Background: an optimization exercise with open tools, aiming at small area and a short achievable clock period. Do not read the settings as production practice. The RTL was checked by simulation tests, not by an equivalence proof against the original design. Power figures rest on the tool's default switching activity, not on a simulated workload.

==> flow/design.v (outline; a module is shown in full before it is edited, if it fits) <==
// module conv3x3_pe: 636 lines
// module csa_fa: 10 lines
module conv3x3_pe #(
    parameter int SHIFT = 4,
    parameter int ACC_W = 21
) (
    input  logic         clk,
    input  logic         rst,
    input  logic [7:0]   p00,
    input  logic [7:0]   p01,
    input  logic [7:0]   p02,
    input  logic [7:0]   p10,
    input  logic [7:0]   p11,
    input  logic [7:0]   p12,
    input  logic [7:0]   p20,
    input  logic [7:0]   p21,
    input  logic [7:0]   p22,
    input  logic         window_valid,
    input  logic         w_load,
    input  logic [3:0]   w_idx,
    input  logic [7:0]   w_data,
    output logic [7:0]   out_pixel,
    output logic         out_valid,
    output logic [15:0]  out_count
);
  // ...
==> flow/flow/run.sh <==
#!/bin/bash
# Own flow: the standard layout (standard.sh: the standard synthesis and
# ORFS steps, unchanged), except that the port buffers buffer_ports inserts
# during global placement are plain buf_1 cells instead of the default pick.
set -euo pipefail
export BUFFER_PORTS_ARGS="-buffer_cell sky130_fd_sc_hd__buf_1"
bash standard.sh > standard_flow.log 2>&1
==> flow/standard.sh <==
#!/bin/bash
# synth_recipe.tcl (not shown) runs the flow's synth.tcl, then flattens the netlist and writes it again
# the make line also repeats each setting of config.mk as NAME=value (left out here)
make -C /OpenROAD-flow-scripts/flow DESIGN_CONFIG=/design/flow/config.mk WORK_HOME=/design/flow/orfs CLKGATE_MAP_FILE= SYNTH_SCRIPT=/design/flow/synth_recipe.tcl "${@:-finish}"
==> flow/config.mk <==
export PLATFORM = sky130hd
export DESIGN_NAME = conv3x3_pe
export DESIGN_NICKNAME = conv3x3_pe
export VERILOG_FILES = /design/flow/design.v
export SDC_FILE = /design/flow/constraint.sdc
export NUM_CORES = 4
export LEC_CHECK = 0
export ABC_CLOCK_PERIOD_IN_PS = 2000
export CAP_MARGIN = 20
export CORE_MARGIN = 2
export CORE_UTILIZATION = 65
export CTS_CLUSTER_DIAMETER = 130
export CTS_CLUSTER_SIZE = 24
export PLACE_DENSITY = 0.8
export SETUP_SLACK_MARGIN = 2.3
export SLEW_MARGIN = 20
export SYNTH_HIERARCHICAL = 1
export SYNTH_MINIMUM_KEEP_SIZE = 0
==> flow/constraint.sdc <==
create_clock -name core_clock -period 5.5 [get_ports {clk}]
set_input_delay 1.1000 -clock core_clock [delete_from_list [all_inputs] [get_ports {clk}]]
set_output_delay 1.1000 -clock core_clock [all_outputs]
set_load 0.01 [all_outputs]
==> run_results.csv, run 1 <==
group,metric,value,unit
cells_and_area,drive_gt1_share,12.3,%
grt,grt-busiest-layer,"met2",
drt,ant_nets,0,
critical_path,cp_top_family,"adder cells",
timing,slew_violations,0,
critical_path,crit_buf_inv,0,
clock_network,cts_resized,100,
timing,fin_ws,2.28,ns
critical_path,critical_path.endpoint,"c11_q$_SDFFE_PP0P_",
clock_network,worstSkewPairLatency,0.56,ns
cells_and_area,multi_input_cells,1536,
synthesis,synth_top_cells_by_count,"fa_1, dfxtp_1, xnor2_1",
status,outcome,"no timing/DRC/antenna violations",
synthesis,synth_flop_cell,"dfxtp_1",
drt,drc,0,
synthesis,ys_warn_count,11,
cells_and_area,largest_register_ffs,108,
power_and_ir_drop,power,5.31,mW
timing,max_freq,0.310,GHz
synthesis,ys_seq_elements,338,
run,max-cap-violations,0,
clock_network,ctsHoldBuffers,0,
clock_network,root_buffer,"clkbuf_16",
critical_path,cpPeakStageDelay,0.60,ns
cells_and_area,design.seq.count,338,
timing,min_period_over_period,58.6,%
==> run 2, diff against run 1 <==
--- a/flow/config.mk
+++ b/flow/config.mk
@@ -8,11 +8,11 @@
 export ABC_CLOCK_PERIOD_IN_PS = 2000
 export CAP_MARGIN = 20
 export CORE_MARGIN = 2
-export CORE_UTILIZATION = 65
+export CORE_UTILIZATION = 55
 export CTS_CLUSTER_DIAMETER = 130
 export CTS_CLUSTER_SIZE = 24
-export PLACE_DENSITY = 0.8
-export SETUP_SLACK_MARGIN = 2.3
+export PLACE_DENSITY = 0.7
+export SETUP_SLACK_MARGIN = 2.2
 export SLEW_MARGIN = 20
 export SYNTH_HIERARCHICAL = 1
 export SYNTH_MINIMUM_KEEP_SIZE = 0
==> run 2 against run 1 <==
Against the previous run:
- non-clock buffer count down 31
- via count decreased by 2.7%
- critical endpoint is now r2_q[13]$_DFF_P_
- sequential share of layout area shrank 0.14 points
- combinational power down 7%
- critical path depth decreased by 3
- routed wire length decreased by 2.1%
- synthesized cell count did not move
- still clean on timing, DRC and antenna
- sequential power about the same
==> run_results.csv, run 2 <==
group,metric,value,unit
cells_and_area,reg.largest.list,"kb_q x108, r2_q x87, px_q x72",
cells_and_area,seq_area,0.00687,sq mm
synthesis,yosysMostFrequentCell,"fa_1",
critical_path,cpPeakStageDelay,0.67,ns
critical_path,cp_top_family,"adder cells",
critical_path,path_class,"reg -> reg",
cells_and_area,top_register,"kb_q",
grt,grt_max_degree,60,
drt,ant_nets,0,
cells_and_area,drive_gt1_share,6.68,%
clock_network,root_buffer,"clkbuf_16",
synthesis,synthMuxAreaShare,3.11,%
synthesis,yosys.area.top_type,"fa_1",
clock_network,cts.sinks,338,
power_and_ir_drop,p_clk_share,28.0,%
power_and_ir_drop,vdd_drop_max,0.222,mV
clock_network,clockBufferDepth,3,
timing,fin_hold_ws,0.445,ns
grt,antenna_found_initial,1,
synthesis,ys_seq_area_share,28.8,%
floorplan,start_util,56.0,%
clock_network,clkTransAtPathRegs,0.11,ns
cells_and_area,fill_cells,3569,
timing,setup_tns,0,ns
critical_path,crit_chain,"buf_4, fa_1, fa_1, fa_1, fa_1, fa_1",
timing,max_freq,0.302,GHz
cells_and_area,area_delta_synth_final,4.78,%
cells_and_area,layout_common_cells,"fa_1, xnor2_1, dfxtp_1",
timing,period_minus_slack,3.31,ns
power_and_ir_drop,seqPwrFrac,52.1,%
critical_path,rr_worst_depth,6,
timing,fin_skew,0.0507,ns
synthesis,netlist_area,0.0235,sq mm
floorplan,die_x,211,microns
floorplan,coreArea,0.0420,sq mm
critical_path,worstSetupEndpointType,"flip-flop",
clock_network,cts_tree,"done",
placement,gp_congestion,1.00,
clock_network,worstSkewPairLatency,0.58,ns
hold_path,min_to,"v2_q$_SDFF_PP0_",
critical_path,cp-start-kind,"flip-flop",
clock_network,htree_levels,1,
placement,io_buffers,112,
status,outcome,"no timing/DRC/antenna violations",
timing,tightest_slew,1.07,ns
hold_path,min_from,"v1_q$_SDFF_PP0_",
power_and_ir_drop,combPwrFrac,19.8,%
synthesis,yosysTopAreaCellShare,32.3,%
synthesis,synthArstFlopShare,0,%
synthesis,synth_compound_area_share,10.6,%
timing,slew_violations,0,
synthesis,ys_warn_count,11,
grt,grt.total_usage,33.1,%
timing,setup_violations,0,
grt,grt_pass1_wl,106000,microns
grt,grt_pass1_vias,15900,
drt,drc,0,
drt,wire_per_inst,27.5,microns
synthesis,synth-adder-area-share,33.5,%
timing,min_period_over_period,60.1,%
synthesis,synth_flop_cell,"dfxtp_1",
drt,finalWirelength,72200,microns
cells_and_area,multiInputGateArea,0.0158,sq mm
cells_and_area,final_common_cell,"fa_1",
drt,drt_iter0_markers,1961,
hold_path,hp-class,"reg -> reg",
critical_path,r2r-start,"kb_q[3][5]$_SDFFE_PP0P_",
synthesis,syn_area_per_cell,10.9,sq um
synthesis,synth_cell_type_count,35,
hold_path,holdPathStages,1,
drt,vias,15900,
synthesis,netlist_instances,2160,
floorplan,ioPinCount,113,
critical_path,crit_fanout,11,
cells_and_area,largest_register_ffs,108,
synthesis,synth_top_family_by_area,"adder cells",
clock_network,cts_buffers,18,
cells_and_area,nets,2572,
synthesis,synth-edff-count,0,
critical_path,crit_buf_inv,1,
power_and_ir_drop,sw_frac_of_total,30.3,%
run,max-cap-violations,0,
timing,slew_headroom,28.0,%
floorplan,rows,75,
critical_path,ff2ff_setup_slack,2.19,ns
clock_network,ctsHoldBuffers,0,
grt,grt_overflow,0,
power_and_ir_drop,p_int,3.64,mW
synthesis,synthXorXnorAreaFrac,13.1,%
placement,dpl.hpwl,57900,microns
timing,rsz0062_at_grt,"yes",
floorplan,die_y,211,microns
timing,hold_viol,0,
drt,vias_per_cell,6.07,
power_and_ir_drop,p_leak,9.35,nW
synthesis,synth_top_cells_by_count,"fa_1, dfxtp_1, xnor2_1",
power_and_ir_drop,power.switching,1.58,mW
critical_path,crit_required,5.91,ns
critical_path,cp.arrival,3.72,ns
synthesis,synth_area_leaders,"fa_1, dfxtp_1, xnor2_1, a22oi_1, mux2i_1",
synthesis,ys_seq_elements,338,
critical_path,worstReg2RegEnd,"r2_q[13]$_DFF_P_",
critical_path,cpMostUsedCell,"fa_1",
cells_and_area,n_antenna_cell,0,
critical_path,cp_slowest_cell,"fa_1",
drt,firstDrtPassIters,6,
floorplan,die_area,0.0444,sq mm
synthesis,synth-simple-area-share,6.27,%
power_and_ir_drop,powerDensity,212,mW/mm^2
[run 2: worst max-delay path by stage]
stage	slack [ns]	depth (start not counted)	endpoint	start
floorplan	2.18	8	r2_q[85]$_DFF_P_	kb_q[3][5]$_SDFFE_PP0P_
global placement	1.94	7	r2_q[85]$_DFF_P_	kb_q[1][5]$_SDFFE_PP0P_
detailed placement	1.91	7	r2_q[85]$_DFF_P_	kb_q[1][5]$_SDFFE_PP0P_
CTS	2.17	7	r2_q[85]$_DFF_P_	kb_q[6][5]$_SDFFE_PP0P_
global route	2.15	8	r2_q[85]$_DFF_P_	kb_q[0][5]$_SDFFE_PP0P_
finish	2.19	6	r2_q[13]$_DFF_P_	kb_q[3][5]$_SDFFE_PP0P_
[run 2: routing by layer]
metal,track usage (%),vias up,share of wire [%]
li1,-,6834,-
met3,4.64,158,8.6
met4,15.2,0,5.2
met1,46.0,8083,40
met2,52.1,826,46
met5,0,-,0
[run 2: power by group through the flow]
stage	logic [mW]	clock network (mW)	registers, mW
6_report	1.04	1.46	2.72
5_1_grt	1.15	1.57	2.74
4_1_cts	1.00	1.50	2.72
3_5_place_dp	0.953	0	2.78
3_3_place_gp	0.918	0	2.78
2_1_floorplan	0.713	0	2.67
[run 2: area by class of cell]
| cell class | instances | area share, % |
|---|---|---|
| multi-input combinational | 1536 | 64.2 |
| clock inverter | 2 | 0.188 |
| clock buffer | 18 | 1.83 |
| tap | 539 | 2.74 |
| inverter | 59 | 0.899 |
| timing repair buffer | 129 | 2.32 |
| sequential | 338 | 27.9 |
[run 2: through the flow]
step	instances	area [sq um]	setup slack [ns]	power, mW	utilization (%)
global placement	2598	23900	1.94	3.69	56.8
detailed placement	2598	23900	1.91	3.73	56.8
CTS	2618	24500	2.17	5.22	58.3
global route	2621	24600	2.15	5.46	58.6
finish	2621	24600	2.19	5.22	58.6
floorplan	2163	23600	2.18	3.38	-
[run 2: modules after synthesis (local to each module, per instance)]
module      cells inside  flip-flops and latches  copies in the design  cell area [sq um]
conv3x3_pe          1780                     338                     1              15900
csa_fa                 1                       0                   380               20.0
[run 2: worst register-to-register path: cells and delay by family (launching register included)]
family	cells	cell delay, ns
buffers and inverters	1	0.21
flip-flops	1	0.35
adder cells (fa/ha/maj)	5	2.58
[run 2: repair_timing]
item                                    CTS  global route
resized for setup                        50            53
endpoints found under the setup margin   50            32
gates cloned                              0             0
pin swaps                                 2             6
endpoints found under the hold margin     0             0
setup buffers                             0             2
[run 2: cell families after synthesis]
family | Yosys count
xor gates and xnor gates | 352
AOI/OAI and AO/OA | 352
and+or+nand+nor | 353
other | 1
buffers and inverters | 289
muxes | 73
adders and majority gates | 402
DFF | 338
==> run 3, diff against run 2 <==
--- a/flow/config.mk
+++ b/flow/config.mk
@@ -12,7 +12,7 @@
 export CTS_CLUSTER_DIAMETER = 130
 export CTS_CLUSTER_SIZE = 24
 export PLACE_DENSITY = 0.7
-export SETUP_SLACK_MARGIN = 2.2
+export SETUP_SLACK_MARGIN = 2.5
 export SLEW_MARGIN = 20
 export SYNTH_HIERARCHICAL = 1
 export SYNTH_MINIMUM_KEEP_SIZE = 0
==> run 3 against run 2 <==
Against the previous run:
- fmax rose by 2.3%
- count of clock-buffer cells in the layout grew 1
- still clean
- via count up 4.6%
==> run_results.csv, run 3 <==
group,metric,value,unit
status,outcome,"no timing/DRC/antenna violations",
drt,ant_nets,0,
power_and_ir_drop,p_leak,10.1,nW
cells_and_area,utilization,63.5,%
drt,firstDrtPassIters,6,
clock_network,cts_buffers,18,
timing,setup_violations,0,
power_and_ir_drop,power.switching,1.61,mW
cells_and_area,largest_register_ffs,108,
timing,hold_viol,0,
grt,antenna_found_initial,2,
synthesis,yosysTopAreaCellShare,32.3,%
cells_and_area,fill_cells,3374,
timing,slew_violations,0,
cells_and_area,reg.largest.list,"kb_q x108, r2_q x87, px_q x72",
power_and_ir_drop,sw_frac_of_total,30.4,%
synthesis,ys_warn_count,11,
synthesis,ys_seq_elements,338,
clock_network,htree_levels,1,
placement,dpl.hpwl,58800,microns
clock_network,cts_tree,"done",
critical_path,crit_required,5.88,ns
cells_and_area,fin_cells,2720,
power_and_ir_drop,powerDensity,199,mW/mm^2
floorplan,die_y,211,microns
drt,vias_per_cell,6.11,
timing,max_freq,0.309,GHz
synthesis,netlist_instances,2160,
power_and_ir_drop,p_int,3.69,mW
drt,finalWirelength,75700,microns
hold_path,hp-class,"reg -> reg",
cells_and_area,nets,2671,
clock_network,root_buffer,"clkbuf_16",
power_and_ir_drop,p_clk_share,28.0,%
drt,wire_per_inst,27.8,microns
power_and_ir_drop,seqPwrFrac,51.0,%
synthesis,synth_area_leaders,"fa_1, dfxtp_1, xnor2_1, a22oi_1, mux2i_1",
cells_and_area,layout_common_cells,"xnor2_1, fa_1, a22oi_1",
critical_path,cp.arrival,3.62,ns
clock_network,clkTransAtPathRegs,0.10,ns
power_and_ir_drop,vdd_drop_max,0.302,mV
clock_network,clockBufferDepth,3,
grt,grt_overflow,0,
timing,fin_ws,2.26,ns
timing,fin_skew,0.0538,ns
synthesis,syn_area_per_cell,10.9,sq um
placement,dp_slack,2.06,ns
critical_path,path_class,"reg -> reg",
synthesis,synth_cell_type_count,35,
floorplan,rows,75,
floorplan,die_x,211,microns
timing,min_period_over_period,58.8,%
timing,period_minus_slack,3.24,ns
placement,io_buffers,112,
floorplan,coreArea,0.0420,sq mm
cells_and_area,area_delta_synth_final,13.5,%
floorplan,start_util,56.0,%
timing,tightest_slew,1.19,ns
critical_path,worstSetupEndpointType,"flip-flop",
synthesis,ys_seq_area_share,28.8,%
critical_path,cp-start-kind,"flip-flop",
critical_path,crit_fanout,2,
placement,dp.cells,2596,
cells_and_area,multiInputGateArea,0.0165,sq mm
synthesis,synth_flop_cell,"dfxtp_1",
power_and_ir_drop,power,5.30,mW
drt,drt_iter0_markers,1798,
grt,grt_pass1_vias,16400,
run,max-cap-violations,0,
timing,setup_tns,0,ns
floorplan,ioPinCount,113,
cells_and_area,drive_gt1_share,24.9,%
clock_network,cts.sinks,338,
synthesis,yosys.area.top_type,"fa_1",
timing,rsz0062_at_grt,"yes",
synthesis,synth-edff-count,0,
grt,grt_max_degree,96,
power_and_ir_drop,combPwrFrac,21.0,%
synthesis,yosysMostFrequentCell,"fa_1",
grt,grt_pass1_wl,109000,microns
grt,grt.total_usage,34.2,%
cells_and_area,seq_area,0.00727,sq mm
synthesis,netlist_area,0.0235,sq mm
drt,drc,0,
cells_and_area,top_register,"kb_q",
timing,slew_headroom,20.6,%
placement,gp_congestion,1.02,
cells_and_area,final_common_cell,"xnor2_1",
synthesis,synthArstFlopShare,0,%
clock_network,ctsHoldBuffers,0,
floorplan,die_area,0.0444,sq mm
cells_and_area,n_antenna_cell,0,
drt,vias,16600,
synthesis,synth_top_cells_by_count,"fa_1, dfxtp_1, xnor2_1",
clock_network,worstSkewPairLatency,0.58,ns
run 3: layer usage:
metal  share of wire [%]  GRT usage, %  up-vias
met5                   0             0        -
met4                 6.3          16.5        0
met3                 7.7          5.22      172
met2                  46          54.0      850
met1                  40          46.6     8546
li1                    -             -     7058
run 3: worst paths after layout:
check,startpoint,to,slack [ns],cells after the start
max,r2_q[7]$_DFF_P_,c11_q$_SDFFE_PP0P_,2.26,10
min,v1_q$_SDFF_PP0_,v2_q$_SDFF_PP0_,0.46,1
max reg2reg,r2_q[7]$_DFF_P_,c11_q$_SDFFE_PP0P_,2.26,10
min reg2reg,v1_q$_SDFF_PP0_,v2_q$_SDFF_PP0_,0.46,1
run 3: modules after synthesis (local to each module, per instance):
module | times used | flip-flops and latches | cells inside | cell area, sq um
csa_fa | 380 | 0 | 1 | 20.0
conv3x3_pe | 1 | 338 | 1780 | 15900
run 3: critical path, stage by stage (launching register included):
cell	delay [ns]
dfxtp_1	0.36
fa_2	0.45
fa_2	0.43
fa_2	0.39
fa_2	0.35
fa_2	0.40
ha_4	0.19
ha_4	0.15
a21o_1	0.18
nand3_1	0.08
a21oi_1	0.07
run 3: area by class of cell:
cell class	count	share of cell area, %
clock buffers	19	1.78
clock inverters	1	0.113
inverters	59	0.830
multi-input cells	1536	62.0
flip-flops and latches	338	27.2
well taps	539	2.53
repair buffers	228	5.53
run 3: power by group through the flow:
stage | registers [mW] | clock network [mW] | logic (mW)
6_report | 2.71 | 1.49 | 1.11
4_1_cts | 2.72 | 1.52 | 1.10
3_5_place_dp | 2.78 | 0 | 0.999
5_1_grt | 2.72 | 1.59 | 1.23
2_1_floorplan | 2.67 | 0 | 0.751
3_3_place_gp | 2.78 | 0 | 0.960
run 3: metrics by stage:
stage / hold WS [ns] / instance area [sq um]
after floorplan: 0.414 / 23800
after global placement: 0.426 / 24000
after detailed placement: 0.432 / 24000
after CTS: 0.456 / 25600
after global routing: 0.469 / 26700
final: 0.458 / 26700
run 3: what timing repair did:
action | 4_1_cts | 5_1_grt
setup endpoints to repair | 93 | 64
cloned | 0 | 0
gates resized for setup | 301 | 186
buffers inserted | 47 | 57
pin swaps | 29 | 75
run 3: logic make-up after synthesis:
family	after synthesis	share of synthesized area, %
muxes	73	3.11
adders and majority gates	402	33.5
DFF	338	28.8
AOI/OAI and AO/OA	352	10.6
xor gates and xnor gates	352	13.1
buffers and inverters	289	4.65
and+or+nand+nor	353	6.27
other	1	0.0159
==> run 4, diff against run 3 <==
--- a/flow/config.mk
+++ b/flow/config.mk
@@ -12,7 +12,7 @@
 export CTS_CLUSTER_DIAMETER = 130
 export CTS_CLUSTER_SIZE = 24
 export PLACE_DENSITY = 0.7
-export SETUP_SLACK_MARGIN = 2.5
+export SETUP_SLACK_MARGIN = 2.3
 export SLEW_MARGIN = 20
 export SYNTH_HIERARCHICAL = 1
 export SYNTH_MINIMUM_KEEP_SIZE = 0
==> run 4 against run 3 <==
Against the previous run:
- critical path depth is 4 lower
- largest power group unchanged
- area after synthesis stayed put
- cell area decreased by 6.1%
- power is 1.0% lower
- count of clock-buffer cells in the layout did not move
- via count shrank 3.6%
- first-iteration DRC count is 1.1% lower
- highest routed layer unchanged
- sequential power hardly changed
==> run_results.csv, run 4 <==
group,metric,value,unit
timing,rsz0062_at_grt,"yes",
placement,dp_slack,1.93,ns
synthesis,synth_cell_type_count,35,
cells_and_area,final_common_cell,"fa_1",
grt,met3_usage,4.13,%
timing,setup_tns,0,ns
drt,wire_per_inst,27.6,microns
grt,antenna_found_initial,0,
critical_path,path_class,"reg -> reg",
floorplan,rows,75,
cells_and_area,seq_area,0.00700,sq mm
cells_and_area,nets,2595,
critical_path,cp-start-kind,"flip-flop",
cells_and_area,fin_cells,2645,
critical_path,worstSetupEndpointType,"flip-flop",
drt,vias,16000,
power_and_ir_drop,combPwrFrac,19.9,%
grt,grt_pass1_wl,106000,microns
grt,grt-busiest-layer,"met2",
power_and_ir_drop,sw_frac_of_total,30.0,%
power_and_ir_drop,powerDensity,209,mW/mm^2
clock_network,cts.sinks,338,
synthesis,synth-edff-count,0,
cells_and_area,n_antenna_cell,0,
grt,grt_max_degree,104,
cells_and_area,layout_common_cells,"fa_1, xnor2_1, a22oi_1",
synthesis,syn_area_per_cell,10.9,sq um
power_and_ir_drop,vdd_drop_max,0.262,mV
timing,max_freq,0.314,GHz
critical_path,rr_worst_depth,6,
critical_path,worstReg2RegEnd,"r2_q[48]$_DFF_P_",
timing,slew_violations,0,
clock_network,cts_tree,"done",
synthesis,netlist_instances,2160,
clock_network,worstSkewPairLatency,0.56,ns
critical_path,cp.arrival,3.62,ns
timing,tightest_slew,1.14,ns
timing,setup_violations,0,
drt,firstDrtPassIters,5,
cells_and_area,multiInputGateArea,0.0159,sq mm
clock_network,clkTransAtPathRegs,0.10,ns
grt,grt.total_usage,33.2,%
synthesis,ys_seq_area_share,28.8,%
cells_and_area,area_delta_synth_final,6.60,%
cells_and_area,reg.largest.list,"kb_q x108, r2_q x87, px_q x72",
floorplan,coreArea,0.0420,sq mm
power_and_ir_drop,power.switching,1.57,mW
floorplan,start_util,56.0,%
timing,fin_hold_ws,0.440,ns
synthesis,ys_warn_count,11,
hold_path,holdPathStages,1,
timing,fin_skew,0.0389,ns
critical_path,ff2ff_setup_slack,2.31,ns
drt,finalWirelength,72900,microns
drt,vias_per_cell,6.06,
floorplan,ioPinCount,113,
grt,grt_pass1_vias,16000,
floorplan,die_area,0.0444,sq mm
timing,period_minus_slack,3.19,ns
synthesis,synthArstFlopShare,0,%
synthesis,yosysTopAreaCellShare,32.3,%
synthesis,netlist_area,0.0235,sq mm
power_and_ir_drop,p_int,3.67,mW
status,outcome,"no timing/DRC/antenna violations",
synthesis,yosys.area.top_type,"fa_1",
clock_network,root_buffer,"clkbuf_16",
placement,gp_congestion,1.01,
placement,dpl.hpwl,57500,microns
grt,grt_overflow,0,
synthesis,synth_top_cells_by_count,"fa_1, dfxtp_1, xnor2_1",
drt,drt_iter0_markers,1778,
placement,io_buffers,112,
cells_and_area,top_register,"kb_q",
timing,fin_ws,2.31,ns
grt,grtUsageMet1,45.8,%
cells_and_area,utilization,59.6,%
synthesis,synth_area_leaders,"fa_1, dfxtp_1, xnor2_1, a22oi_1, mux2i_1",
timing,min_period_over_period,58.0,%
clock_network,clockBufferDepth,3,
hold_path,min_from,"v1_q$_SDFF_PP0_",
clock_network,cts_buffers,18,
hold_path,min_to,"v2_q$_SDFF_PP0_",
grt,grt_use_met2,53.0,%
floorplan,die_x,211,microns
drt,ant_nets,0,
critical_path,r2r-start,"px_q[4][3]$_DFF_P_",
clock_network,htree_levels,1,
timing,slew_headroom,23.8,%
placement,dp.cells,2596,
power_and_ir_drop,p_leak,9.56,nW
synthesis,synth_flop_cell,"dfxtp_1",
drt,drc,0,
timing,hold_viol,0,
critical_path,crit_fanout,8,
floorplan,die_y,211,microns
critical_path,crit_required,5.93,ns
power_and_ir_drop,seqPwrFrac,51.8,%
run,max-cap-violations,0,
cells_and_area,fill_cells,3493,
hold_path,hp-class,"reg -> reg",
synthesis,yosysMostFrequentCell,"fa_1",
power_and_ir_drop,p_clk_share,28.3,%
critical_path,critPathLaunch,"px_q[4][3]$_DFF_P_",
cells_and_area,largest_register_ffs,108,
synthesis,ys_seq_elements,338,
cells_and_area,drive_gt1_share,11.5,%
[run 4: worst max-delay path, stage by stage (launching register included)]
cell	delay [ns]
dfxtp_1	0.51
a22oi_1	0.16
xnor2_1	0.32
fa_1	0.54
fa_1	0.44
fa_1	0.66
fa_1	0.44
[run 4: repair_timing]
item,4_1_cts,5_1_grt
setup buffers,2,26
gates resized for setup,91,115
pin swaps,6,8
setup endpoints to repair,71,45
cloned,0,0
hold buffers,0,0
[run 4: final cells by class]
class / instances / share of cell area (%)
multi-input combinational: 1536 / 63.5
clock inverter: 2 / 0.110
sequential: 338 / 27.9
inverter: 59 / 0.883
clock buffer: 19 / 1.90
tap: 539 / 2.69
timing repair buffer: 152 / 3.05
[run 4: logic make-up after synthesis]
kind of cell,synth area share (%)
multiplexers,3.11
AO/OA/AOI/OAI,10.6
adder cells (fa/ha/maj),33.5
XOR/XNOR,13.1
buffers and inverters,4.65
flip-flops,28.8
AND/OR/NAND/NOR,6.27
other,0.0159
[run 4: worst max-delay path by stage]
stage / to / slack (ns) / depth (start not counted)
global placement: r2_q[85]$_DFF_P_ / 1.97 / 7
detailed placement: r2_q[85]$_DFF_P_ / 1.93 / 7
finish: r2_q[48]$_DFF_P_ / 2.31 / 6
CTS: out_pixel[6] / 2.26 / 7
global route: out_pixel[4] / 2.22 / 7
floorplan: r2_q[85]$_DFF_P_ / 2.28 / 7
[run 4: power groups by stage]
stage	Sequential, mW	Combinational (mW)	Clock (mW)
finish	2.72	1.04	1.48
global route	2.74	1.16	1.59
CTS	2.72	1.01	1.51
detailed placement	2.78	0.945	0
global placement	2.77	0.918	0
floorplan	2.67	0.713	0
[run 4: Yosys stat by module, one instance, submodules excluded]
module      cells  flip-flops and latches  copies in the design  cell area [sq um]
conv3x3_pe   1780                     338                     1              15900
csa_fa          1                       0                   380               20.0
[run 4: per-stage QoR]
step,cell area [sq um],power (mW)
6_report,25100,5.25
5_1_grt,25100,5.49
4_1_cts,24700,5.25
3_5_place_dp,23900,3.72
3_3_place_gp,23900,3.69
2_1_floorplan,23600,3.38
[run 4: metal layers]
| metal | part of all wire, % | wire [microns] | vias to the layer above |
|---|---|---|---|
| li1 | - | - | 6887 |
| met4 | 5.5 | 3990 | 0 |
| met3 | 7.7 | 5580 | 157 |
| met1 | 41 | 29500 | 8218 |
| met5 | 0 | 0 | - |
| met2 | 46 | 33800 | 771 |

## port drivers added, routing unchanged
The results above use ideal ports. As a check the final layouts listed here were re-extracted and re-timed, cells and wires unchanged. Step 1 assumes that a clkbuf_16 drives the clock port and a buf_2 every other input. Step 2 also shifts input and output timing later by t, the mid clock arrival at the registers, as if the neighbouring blocks saw the same clock. Slacks: no drivers / after step 1 / after step 2; pairs: no drivers / after step 1.
run | t (ns) | setup WS [ns] | clock arrival spread, ns | pins driven straight from the clock port
run 1 | 0.599 | 2.279 / 2.229 / 2.279 | 0.038 / 0.038 | 1
run 2 | 0.613 | 2.192 / 2.192 / 2.192 | 0.050 / 0.051 | 1
run 3 | 0.601 | 2.265 / 2.265 / 2.265 | 0.055 / 0.055 | 1
run 4 | 0.593 | 2.312 / 2.264 / 2.312 | 0.039 / 0.039 | 1
After both steps setup and hold are still met in every run listed.
